What follows belongs to an exercise in optimizing a design on an open flow for small area, a short achievable clock period and few clock cycles per item; a production flow would make more cautious choices.
The RTL was checked by simulation tests, not by an equivalence proof against the original design.
No activity file was given, so power comes from the tool's default toggle rates.

## the previous run
==> flow/design.v <==
package nsqrt_pkg;
   localparam logic [31:0] NEG_ONE_Q16 = 32'hFFFF_0000;
   localparam logic [31:0] TOL_RESET   = 32'h0001_0000;
endpackage
module newton_square_root_top (
   input  logic               clock,
   input  logic               reset,
   input  logic               req_valid,
   output logic               req_stall,
   input  logic signed [31:0] req_radicand,
   output logic               rsp_valid,
   input  logic               rsp_stall,
   output logic signed [31:0] rsp_root,
   output logic [6:0]         rsp_steps_taken,
   output logic               rsp_negative_input,
   input  logic               csr_write_enable,
   input  logic [31:0]        csr_write_data
);
   typedef enum logic [3:0] {
      S_IDLE, S_INIT, S_CHK0, S_UPD, S_DIV, S_CYC, S_OUT, S_OUTP
   } state_type;
   state_type   state_ff;
   logic [31:0] tol_ff;
   logic [31:0] w_ff;       
   logic [3:0]  k_ff;       
   logic [4:0]  cnt_ff;     
   logic [30:0] x_ff;
   logic [23:0] q_ff;
   logic [32:0] p_ff;       
   logic [32:0] x3_ff;      
   logic [6:0]  n_ff;
   logic        neg_ff;
   logic        pend_ff;    
   logic        big_ff;     
   logic [34:0] acc_ff;     
   logic [16:0] sqm_ff;     
   logic        sqp_ff;     
   logic [32:0] sqw_ff;     
   logic        cdone_ff;   
   logic        cpass_ff, cle0_ff, czero_ff;
   always_ff @(posedge clock) begin
      if (reset) tol_ff <= nsqrt_pkg::TOL_RESET;
      else if (csr_write_enable) tol_ff <= csr_write_data;
   end
   assign req_stall          = !(state_ff == S_IDLE || state_ff == S_OUT);
   assign rsp_valid          = (state_ff == S_OUT || state_ff == S_OUTP);
   assign rsp_root           = {neg_ff, {15{neg_ff}} | x_ff[30:16], x_ff[15:0]};
   assign rsp_steps_taken    = n_ff;
   assign rsp_negative_input = neg_ff;
   logic [30:0] a;
   logic        a_ge1;
   logic [4:0]  half_bl;    
   logic [17:0] e0;
   assign a     = w_ff[30:0];
   assign a_ge1 = |a[30:16];
   assign e0    = a[17:0] - 18'h08000;
   always_comb begin
      half_bl = 5'd0;
      for (int i = 0; i < 31; i++)
         if (a[i]) half_bl = 5'((i + 2) / 2);
   end
   logic [3:0] k_init;
   assign k_init = 4'(((5'd8 + half_bl) | 5'd1) + 5'd1 >> 1);
   logic        sq_done, c_pass;
   logic [33:0] acc_mag;
   assign sq_done = (sqm_ff == 17'd0) && !sqp_ff;
   logic        bd_neg, bd_two, bd_zero;
   logic [34:0] bd_add;
   assign bd_neg  = sqm_ff[1] && !(sqm_ff[0] && sqp_ff);
   assign bd_zero = (sqm_ff[1] == sqm_ff[0]) && (sqm_ff[0] == sqp_ff);
   assign bd_two  = (sqm_ff[1] != sqm_ff[0]) && (sqm_ff[0] == sqp_ff);
   assign bd_add  = (bd_two ? {1'b0, sqw_ff, 1'b0} : {2'b00, sqw_ff}) ^ {35{bd_neg}};
   assign acc_mag = acc_ff[33:0] ^ {34{acc_ff[34]}};
   assign c_pass  = {acc_mag, 1'b0} < {2'b00, tol_ff, acc_ff[34]};
   logic [1:0]  div_next;   
   logic [33:0] t1, t2, t3;
   logic        d1, d2, d3, div_first, div_last;
   logic [30:0] p_new;
   assign div_first = (cnt_ff == 5'd0);
   assign div_last  = (cnt_ff[3:0] == k_ff - 4'd1);
   always_comb begin
      unique case (cnt_ff[2:0])
         3'd0: div_next = w_ff[7:6];
         3'd1: div_next = w_ff[5:4];
         3'd2: div_next = w_ff[3:2];
         3'd3: div_next = w_ff[1:0];
         default: div_next = 2'b00;
      endcase
      if (cnt_ff[4:3] != 2'b00) div_next = 2'b00;
   end
   assign t1 = {1'b0, p_ff} - {3'b000, x_ff};
   assign t2 = {1'b0, p_ff} - {2'b00, x_ff, 1'b0};
   assign t3 = {1'b0, p_ff} - {1'b0, x3_ff};
   assign d1 = !t1[33];
   assign d2 = !t2[33];
   assign d3 = !t3[33] && !div_first;
   assign p_new = d3 ? t3[30:0] : d2 ? t2[30:0] : d1 ? t1[30:0] : p_ff[30:0];
   logic [32:0] upd_s;
   logic [30:0] upd_d;
   logic [31:0] upd_r;
   assign upd_s = {2'b00, x_ff} + (state_ff == S_UPD ? {9'd0, q_ff} : {1'b0, x_ff, 1'b0});
   assign upd_d = x_ff - {7'd0, q_ff};
   assign upd_r = {1'b0, p_ff[32:2]} + (upd_d[0] ? {8'd0, q_ff} : 32'd0);
   logic [4:0] qf_bf, qf_br, qf_bt;
   logic [5:0] qf_bmax;
   logic       qf;
   always_comb begin
      qf_bf = 5'd0;
      qf_br = 5'd0;
      qf_bt = 5'd0;
      for (int i = 0; i < 17; i++)
         if (sqm_ff[i]) qf_bf = 5'(i + 1);
      for (int i = 0; i < 31; i++) begin
         if (!acc_ff[i]) qf_br = 5'(i + 1);
         if (tol_ff[i]) qf_bt = 5'(i + 1);
      end
      qf_bmax = {1'b0, (qf_br > qf_bt) ? qf_br : qf_bt};
      if (!acc_ff[31] || tol_ff[31]) qf_bmax = 6'd32;
   end
   assign qf = div_first && ({qf_bf, 1'b0} >= qf_bmax + 6'd3);
   logic chk_ready, chk_pass, chk_le0;
   assign chk_ready = big_ff || cdone_ff || qf;
   assign chk_pass  = !big_ff && !qf && cpass_ff;
   assign chk_le0   = !big_ff && !qf && cle0_ff;
   always_ff @(posedge clock) begin
      if (!sq_done) begin
         if (!bd_zero) acc_ff <= acc_ff + bd_add + {34'd0, bd_neg};
         sqp_ff <= sqm_ff[1];
         sqm_ff <= sqm_ff >> 2;
         sqw_ff <= sqw_ff << 2;
      end
      cdone_ff <= sq_done;
      cpass_ff <= c_pass;
      cle0_ff  <= acc_ff[34];
      czero_ff <= (acc_ff == 35'd0);
      if (reset) begin
         state_ff <= S_IDLE;
      end else begin
         unique case (state_ff)
            S_IDLE: begin
               w_ff <= req_radicand;
               if (req_valid) state_ff <= S_INIT;
            end
            S_INIT: begin
               n_ff     <= '0;
               neg_ff   <= w_ff[31];
               p_ff     <= '0;
               k_ff     <= k_init;
               cnt_ff   <= 5'd26 - {k_init, 1'b0};
               cdone_ff <= 1'b0;
               if (w_ff[31] || a == 31'd0) begin
                  x_ff     <= '0;
                  state_ff <= S_OUT;
               end else begin
                  state_ff <= S_CHK0;
                  if (a_ge1) begin
                     x_ff   <= a;
                     q_ff   <= 24'h01_0000;
                     acc_ff <= ~35'h0_4000_0000;
                     big_ff <= e0[17] || |a[30:18];
                     sqm_ff <= e0[16:0];
                     sqw_ff <= {16'd0, e0[16:0]};
                     sqp_ff <= 1'b0;
                  end else begin
                     x_ff   <= 31'h0001_0000;
                     q_ff   <= {8'd0, a[15:0]};
                     acc_ff <= ~{3'd0, a[15:0], 16'd0};
                     big_ff <= 1'b0;
                     sqm_ff <= 17'd1;
                     sqw_ff <= 33'h1_0000_0000;
                     sqp_ff <= 1'b0;
                  end
               end
            end
            S_CHK0: begin
               if (cnt_ff >= 5'd4) begin
                  w_ff   <= w_ff << 4;
                  cnt_ff <= cnt_ff - 5'd4;
               end else if (cnt_ff != 5'd0) begin
                  w_ff   <= w_ff << 2;
                  cnt_ff <= 5'd0;
               end
               if (chk_ready) begin
                  if (chk_pass) state_ff <= S_OUT;
                  else if (cnt_ff <= 5'd4) state_ff <= S_UPD;
               end
            end
            S_UPD: begin
               x_ff     <= upd_s[31:1];
               n_ff     <= n_ff + 7'd1;
               p_ff     <= {9'd0, w_ff[31:8]};
               q_ff     <= '0;
               cnt_ff   <= '0;
               pend_ff  <= 1'b1;
               cdone_ff <= 1'b0;
               big_ff   <= |upd_d[30:18];
               acc_ff   <= ~{3'd0, upd_r};
               sqm_ff   <= upd_d[17:1];
               sqw_ff   <= {16'd0, upd_d[17:1]};
               sqp_ff   <= 1'b0;
               state_ff <= S_DIV;
            end
            S_DIV: begin
               cnt_ff <= cnt_ff + 5'd1;
               q_ff   <= {q_ff[21:0], d2, d3 | (d1 & !d2)};
               p_ff   <= {p_new, div_next};
               if (div_first) x3_ff <= upd_s;
               if (pend_ff && chk_ready) begin
                  if (chk_pass) begin
                     state_ff <= S_OUT;
                  end else if (chk_le0) begin
                     state_ff <= S_CYC;
                     cdone_ff <= 1'b0;
                     sqm_ff   <= 17'd1;
                     sqw_ff   <= {1'b0, x_ff, 1'b1};
                     sqp_ff   <= 1'b0;
                  end else begin
                     pend_ff <= 1'b0;
                     if (div_last) state_ff <= S_UPD;
                  end
               end else if (!pend_ff && div_last) begin
                  state_ff <= S_UPD;
               end else if (pend_ff && div_last) begin
                  cnt_ff <= cnt_ff;
                  q_ff   <= q_ff;
                  p_ff   <= p_ff;
                  state_ff <= S_DIV;
               end
            end
            S_CYC: begin
               if (cdone_ff) begin
                  state_ff <= S_OUT;
                  n_ff     <= 7'd100;
                  if (czero_ff) begin
                     if (cpass_ff) begin
                        x_ff[0] <= 1'b1;
                        n_ff    <= n_ff + 7'd1;
                     end else begin
                        x_ff[0] <= n_ff[0];
                     end
                  end
               end
            end
            S_OUT: begin
               w_ff <= req_radicand;
               if (req_valid) state_ff <= rsp_stall ? S_OUTP : S_INIT;
               else if (!rsp_stall) state_ff <= S_IDLE;
            end
            S_OUTP: if (!rsp_stall) state_ff <= S_INIT;
            default: state_ff <= S_IDLE;
         endcase
      end
   end
endmodule
Settings: LEC_CHECK=0, CAP_MARGIN=20, CORE_MARGIN=2, CORE_UTILIZATION=30, SLEW_MARGIN=20, SETUP_SLACK_MARGIN=7.0; clock period 11.0 ns.
standard.sh (not shown) runs the stock make flow with config.mk's settings and CLKGATE_MAP_FILE= SYNTH_SCRIPT=/design/flow/synth_recipe.tcl, a recipe that flattens the netlist after the stock synthesis.
==> flow/flow/run.sh <==
#!/bin/bash
# The standard layout, with timing repair aiming well below the clock period.
set -euo pipefail
echo "export SETUP_SLACK_MARGIN = 7.0" >> config.mk
bash standard.sh > standard.log 2>&1
In summary, the previous run completed successfully, with a layout that passed the timing, design-rule and antenna checks.
Testbench counts of the previous run, summed over its fixed seeds: cycles 33,071, items 640.
The following lists how the current run was set up differently from the previous run:
--- a/flow/design.v
+++ b/flow/design.v
@@ -100,29 +100,12 @@
    logic [31:0] upd_r;
    assign upd_s = {2'b00, x_ff} + (state_ff == S_UPD ? {9'd0, q_ff} : {1'b0, x_ff, 1'b0});
    assign upd_d = x_ff - {7'd0, q_ff};
    assign upd_r = {1'b0, p_ff[32:2]} + (upd_d[0] ? {8'd0, q_ff} : 32'd0);
-   logic [4:0] qf_bf, qf_br, qf_bt;
-   logic [5:0] qf_bmax;
-   logic       qf;
-   always_comb begin
-      qf_bf = 5'd0;
-      qf_br = 5'd0;
-      qf_bt = 5'd0;
-      for (int i = 0; i < 17; i++)
-         if (sqm_ff[i]) qf_bf = 5'(i + 1);
-      for (int i = 0; i < 31; i++) begin
-         if (!acc_ff[i]) qf_br = 5'(i + 1);
-         if (tol_ff[i]) qf_bt = 5'(i + 1);
-      end
-      qf_bmax = {1'b0, (qf_br > qf_bt) ? qf_br : qf_bt};
-      if (!acc_ff[31] || tol_ff[31]) qf_bmax = 6'd32;
-   end
-   assign qf = div_first && ({qf_bf, 1'b0} >= qf_bmax + 6'd3);
    logic chk_ready, chk_pass, chk_le0;
-   assign chk_ready = big_ff || cdone_ff || qf;
-   assign chk_pass  = !big_ff && !qf && cpass_ff;
-   assign chk_le0   = !big_ff && !qf && cle0_ff;
+   assign chk_ready = big_ff || cdone_ff;
+   assign chk_pass  = !big_ff && cpass_ff;
+   assign chk_le0   = !big_ff && cle0_ff;
    always_ff @(posedge clock) begin
       if (!sq_done) begin
          if (!bd_zero) acc_ff <= acc_ff + bd_add + {34'd0, bd_neg};
          sqp_ff <= sqm_ff[1];
@@ -172,18 +155,15 @@
                   end
                end
             end
             S_CHK0: begin
-               if (cnt_ff >= 5'd4) begin
-                  w_ff   <= w_ff << 4;
-                  cnt_ff <= cnt_ff - 5'd4;
-               end else if (cnt_ff != 5'd0) begin
+               if (cnt_ff != 5'd0) begin
                   w_ff   <= w_ff << 2;
-                  cnt_ff <= 5'd0;
+                  cnt_ff <= cnt_ff - 5'd2;
                end
                if (chk_ready) begin
                   if (chk_pass) state_ff <= S_OUT;
-                  else if (cnt_ff <= 5'd4) state_ff <= S_UPD;
+                  else if (cnt_ff <= 5'd2) state_ff <= S_UPD;
                end
             end
             S_UPD: begin
                x_ff     <= upd_s[31:1];
==> comparison <==
- The current run ran to completion and came out clean on the timing, design-rule and antenna checks.
- Diff the previous run -> the current run: worst slew slack as a fraction of its limit higher, total power lower, setup slack higher, final clock period utilization by the worst path lower, number of ordinary and repair buffers in the finished layout lower.
- Looking at cell area, the current run sits 2900 sq um lower than the previous run does.
- Sum of routed wire length over all layers on the current run is down relative to the previous run.
- Worst clock skew: the current run better than the previous run
- Diode insertion count for antenna repair, the previous run and the current run, higher one = the previous run.
Testbench counts of the current run, summed over its fixed seeds: cycles 36,725, items 640.

-- separate check: timing with driven ports --
The results above use ideal ports. As a check the final layouts listed here were re-extracted and re-timed, cells and wires unchanged.
Step 1: set_driving_cell puts a clkbuf_16 on clock and a buf_2 on each other input, an assumption about the parent block.
Step 2 adds t to the input delays and takes it off the output delays; t is the mean of the earliest and latest rising clock arrival at the registers after step 1. Input paths then give back, and output paths get back, about the clock's delay inside the block.
Three values: ideal, step 1, step 2; two values: the first two.
run	t, ns	setup slack, ns	hold slack, ns	worst register clock-pin slew, ns	worst data-port slew with drivers (ns)
the previous run	0.625	5.578 / 5.578 / 5.578	0.518 / 0.518 / 0.518	0.07 / 0.07	0.05
the current run	0.633	6.839 / 6.839 / 6.472	0.453 / 0.453 / 0.453	0.07 / 0.07	0.04
After both steps every run listed still meets setup and hold. The setup slack of the current run, which loses most, moves by 0.000 ns with the drivers and by -0.367 ns with both steps.
